This is an optimization exercise on Yosys and OpenROAD, whose aim is small area, not a production implementation. Only simulation tests tie the RTL to the original design; equivalence was not proved. No activity file was given, so power comes from the tool's default toggle rates.

==> flow/design.v <==
`timescale 1ns/1ps
module register_file (
    input  logic       clk,
    input  logic       clr,       
    input  logic [4:0] raddr1,
    input  logic [4:0] raddr2,
    output logic [3:0] rdata1,
    output logic [3:0] rdata2,
    input  logic       we,
    input  logic [4:0] waddr,
    input  logic [3:0] wdata
);
    logic [127:0] heads;
    assign heads[3:0] = 4'b0;
    genvar r;
    generate
        for (r = 1; r < 32; r++) begin : g_reg
            logic [31:0] q;
            logic        wr;
            assign wr = clr | (we && waddr == r);
            always_ff @(posedge clk) begin
                q <= {wr ? (wdata & {4{~clr}}) : q[3:0], q[31:4]};
            end
            assign heads[4*r +: 4] = q[3:0];
        end
    endgenerate
    assign rdata1 = heads[{raddr1, 2'b00} +: 4];
    assign rdata2 = heads[{raddr2, 2'b00} +: 4];
endmodule
`timescale 1ns/1ps
module cpu (
    input  logic                 clk,
    input  logic                 reset,
    output logic [32-1:0] iaddr,
    input  logic [32-1:0] idata,
    output logic [32-1:0] daddr,
    input  logic [32-1:0] drdata,
    output logic [32-1:0] dwdata,
    output logic [3:0]           dwe
);
    logic [3:0]  cnt;         
    logic        clr;         
    logic [2:0]  ph;
    logic        r2;
    logic        ph0;
    logic        ph7;
    assign ph  = cnt[2:0];
    assign r2  = cnt[3];
    assign ph0 = (ph == 3'd0);
    assign ph7 = (ph == 3'd7);
    always_ff @(posedge clk) begin
        if (reset) begin
            cnt <= 4'd0;
            clr <= 1'b1;
        end else begin
            cnt <= {cnt[3] ^ (&cnt[2:0] & ~clr), cnt[2:0] + 3'd1};
            if (ph7) clr <= 1'b0;
        end
    end
    logic [6:0] opc;
    logic [2:0] f3;
    logic [6:0] f7;
    logic       ok_f7;
    logic       is_op, is_opimm, is_alu, is_load, is_store, is_branch;
    logic       is_lui, is_auipc, is_jal, is_jalr;
    logic       is_shift, is_slt, is_sub, is_logic;
    logic       right;
    assign opc = idata[6:0];
    assign f3  = idata[14:12];
    assign f7  = idata[31:25];
    assign ok_f7     = (f7 == 7'b0000000) ||
                       (f7 == 7'b0100000 && (f3 == 3'b000 || f3 == 3'b101));
    assign is_op     = (opc == 7'b0110011) && ok_f7;
    assign is_opimm  = (opc == 7'b0010011) && (f3[1:0] != 2'b01 || ok_f7);
    assign is_alu    = is_op | is_opimm;
    assign is_load   = (opc == 7'b0000011) && (f3 == 3'b010);
    assign is_store  = (opc == 7'b0100011) && (f3 == 3'b010);
    assign is_branch = (opc == 7'b1100011) && (f3[2:1] != 2'b01);
    assign is_lui    = (opc == 7'b0110111);
    assign is_auipc  = (opc == 7'b0010111);
    assign is_jal    = (opc == 7'b1101111);
    assign is_jalr   = (opc == 7'b1100111) && (f3 == 3'b000);
    assign is_shift  = is_alu && (f3[1:0] == 2'b01);
    assign is_slt    = is_alu && (f3[2:1] == 2'b01);
    assign is_sub    = is_op && (f3 == 3'b000) && f7[5];
    assign is_logic  = is_alu && f3[2] && (f3[1:0] != 2'b01);
    assign right     = f3[2];
    logic [31:0] imm;
    always_comb begin
        if (is_lui | is_auipc)
            imm = {idata[31:12], 12'b0};
        else if (is_jal)
            imm = {{12{idata[31]}}, idata[19:12], idata[20], idata[30:21], 1'b0};
        else if (is_branch)
            imm = {{20{idata[31]}}, idata[7], idata[30:25], idata[11:8], 1'b0};
        else if (is_store)
            imm = {{20{idata[31]}}, idata[31:25], idata[11:7]};
        else
            imm = {{20{idata[31]}}, idata[31:20]};
    end
    logic [31:1] pc;
    logic [31:0] d;           
    logic [31:0] t;           
    logic        carry;
    logic        flag;        
    logic [4:0]  shamt;
    logic [3:0]  a;           
    logic [3:0]  b;           
    logic [3:0]  p;           
    logic [3:0]  im;          
    logic [3:0]  four;
    logic [31:0] pc32;
    assign pc32 = {pc, 1'b0};
    assign p    = pc32[{ph, 2'b00} +: 4];
    assign im   = imm[{ph, 2'b00} +: 4];
    assign four = ph0 ? 4'b0100 : 4'b0000;
    logic       rf_we;
    logic [3:0] rf_wd;
    register_file u_regfile (
        .clk    (clk),
        .clr    (clr),
        .raddr1 (idata[19:15]),
        .raddr2 (idata[24:20]),
        .rdata1 (a),
        .rdata2 (b),
        .we     (rf_we),
        .waddr  (idata[11:7]),
        .wdata  (rf_wd)
    );
    logic [3:0] x;
    logic [3:0] y;
    logic       inv;
    logic       cin;
    logic [4:0] sum;
    always_comb begin
        if (r2)
            x = p;
        else if (is_auipc | is_jal)
            x = p;
        else if (is_lui)
            x = 4'b0;
        else
            x = a;
    end
    always_comb begin
        if (r2)
            y = (is_jal | (is_branch & flag)) ? im : four;
        else if (is_op | is_branch)
            y = b;
        else if (is_jal)
            y = four;
        else
            y = im;
    end
    assign inv = ~r2 & (is_sub | is_slt | is_branch);
    assign cin = ph0 ? inv : carry;
    assign sum = {1'b0, x} + {1'b0, y ^ {4{inv}}} + {4'b0, cin};
    always_ff @(posedge clk) begin
        carry <= sum[4];
    end
    logic z;
    logic lt;
    logic cond;
    assign z    = (sum[3:0] == 4'b0) & (ph0 | flag);
    assign lt   = ~sum[4] ^ ((is_branch ? ~f3[1] : ~f3[0]) & (a[3] ^ y[3]));
    assign cond = is_branch ? ((f3[2] ? lt : z) ^ f3[0]) : lt;
    always_ff @(posedge clk) begin
        if (~r2) flag <= ph7 ? cond : z;
    end
    always_ff @(posedge clk) begin
        if (~r2 & ph0) shamt[3:0] <= y[3:0];
        if (~r2 & (ph == 3'd1)) shamt[4] <= y[0];
    end
    logic [3:0]  t_in;
    logic [3:0]  fill;
    logic        t_load;
    assign fill   = {4{f7[5] & t[31]}};
    assign t_load = r2 & ph0 & is_load;
    always_comb begin
        if (~r2)
            t_in = is_store ? b : (right ? a : 4'b0);
        else
            t_in = right ? fill : a;
    end
    always_ff @(posedge clk) begin
        if (t_load)
            t <= {drdata[3:0], drdata[31:4]};
        else
            t <= {t_in, t[31:4]};
    end
    logic [35:0] s;
    logic [2:0]  idx;
    logic [2:0]  off;
    logic [7:0]  win;
    logic [3:0]  sh_out;
    assign s   = {t_in, t};
    assign idx = right ? shamt[4:2] : ~shamt[4:2];
    assign off = right ? {1'b0, shamt[1:0]} : (3'd4 - {1'b0, shamt[1:0]});
    assign win = s[{idx, 2'b00} +: 8];
    assign sh_out = win[off +: 4];
    logic [3:0] lg;
    always_comb begin
        case (f3[1:0])
            2'b00:   lg = a ^ y;
            2'b10:   lg = a | y;
            default: lg = a & y;
        endcase
    end
    assign rf_we = r2 ? (is_slt | is_shift | is_load | is_jalr)
                      : ((is_alu & ~is_shift & ~is_slt) | is_lui | is_auipc | is_jal);
    always_comb begin
        if (~r2)
            rf_wd = is_logic ? lg : sum[3:0];
        else if (is_slt)
            rf_wd = {3'b0, flag & ph0};
        else if (is_shift)
            rf_wd = sh_out;
        else if (is_load)
            rf_wd = ph0 ? drdata[3:0] : t[3:0];
        else
            rf_wd = sum[3:0];
    end
    logic [3:0]  d_in;
    logic [31:0] d_next;
    always_comb begin
        if (clr)
            d_in = 4'b0;
        else if (r2 & is_jalr)
            d_in = d[3:0];
        else
            d_in = sum[3:0];
    end
    assign d_next = {d_in, d[31:4]};
    always_ff @(posedge clk) begin
        d <= d_next;
        if (ph7 & (r2 | clr)) pc <= d_next[31:1];
    end
    assign iaddr  = {pc, 1'b0};
    assign daddr  = d;
    assign dwdata = t;
    assign dwe    = {4{is_store & r2 & ph0}};
endmodule
make LEC_CHECK=0 CAP_MARGIN=20 CORE_MARGIN=2 CORE_UTILIZATION=60 CTS_BUF_LIST='sky130_fd_sc_hd__clkbuf_4 sky130_fd_sc_hd__clkbuf_8' CTS_CLUSTER_SIZE=20 PLACE_DENSITY=0.75 SLEW_MARGIN=20 finish   # period 9.5 ns
run.sh (not shown) runs the stock make flow with config.mk's settings and CLKGATE_MAP_FILE= SYNTH_SCRIPT=/design/flow/synth_recipe.tcl, a recipe that flattens the netlist after the stock synthesis.
The baseline completed without violations.
Next try:
CORE_UTILIZATION = 40   (was 60)
CTS_BUF_LIST = unset   (was sky130_fd_sc_hd__clkbuf_4 sky130_fd_sc_hd__clkbuf_8)
CTS_CLUSTER_SIZE = unset   (was 20)
PLACE_DENSITY = unset   (was 0.75)
What happened:
- The changed run produced a clean layout
- via count is lower slightly
- die area is higher by well over a third
- total power is higher by a little under a tenth
- cell area is higher by a few percent
- global-route usage is lower by 9.0 points
- synthesized cell count is unchanged
- fmax is higher by a few percent
- clock power is higher by about a fifth
Next try:
==> flow/flow/run.sh (new file) <==
#!/bin/bash
# Standard ORFS layout, with the smallest buffer on the ports and no CTS dummy loads.
set -euo pipefail
export BUFFER_PORTS_ARGS="-buffer_cell sky130_fd_sc_hd__buf_1"
export CTS_ARGS="-sink_clustering_enable -repair_clock_nets -dont_use_dummy_load -buf_list sky130_fd_sc_hd__clkbuf_16 -sink_clustering_size 30 -sink_clustering_max_diameter 60"
bash standard.sh > standard_flow.log 2>&1
==> flow/standard.sh (new file) <==
#!/bin/bash
# synth_recipe.tcl (not shown) runs the flow's synth.tcl, then flattens the netlist and writes it again
# the make line also repeats each setting of config.mk as NAME=value (left out here)
make -C /OpenROAD-flow-scripts/flow DESIGN_CONFIG=/design/flow/config.mk WORK_HOME=/design/flow/orfs CLKGATE_MAP_FILE= SYNTH_SCRIPT=/design/flow/synth_recipe.tcl "${@:-finish}"
CORE_UTILIZATION = 60   (was 40)
removed: flow/run.sh
Sequential share of layout area rose by 6.7 points.
Clock skew rose by 0.068 ns.
Critical path depth fell by 3.
Design area fell by roughly a tenth.
Via count fell by a few percent.
Combinational power fell by roughly a tenth.

-- separate check: timing with driven ports --
The flow's constraints put no driver on any port. The routed layouts listed below were extracted and timed again, unchanged, in two steps. Step 1: set_driving_cell puts a clkbuf_16 on clk and a buf_2 on each other input, an assumption about the parent block. Step 2 moves the port delays by t, midway between the first and last clock arrival at a register: inputs arrive t later, outputs are due t later. That takes back most of the time a late clock gives input paths. Slacks: ideal ports / drivers / drivers and shift; pairs: ideal ports / drivers.
run	t (ns)	setup WS [ns]	worst data-port slew with drivers (ns)	cell pins on the clock port's net
the first run	0.832	2.021 / 2.052 / 1.220	0.13	1
the second run	0.721	2.241 / 2.274 / 1.553	0.13	1
the third run	0.655	2.234 / 2.262 / 1.607	0.13	1
After both steps every run listed still meets setup and hold. The setup slack of the first run, which loses most, moves by +0.031 ns with the drivers and by -0.801 ns with both steps.
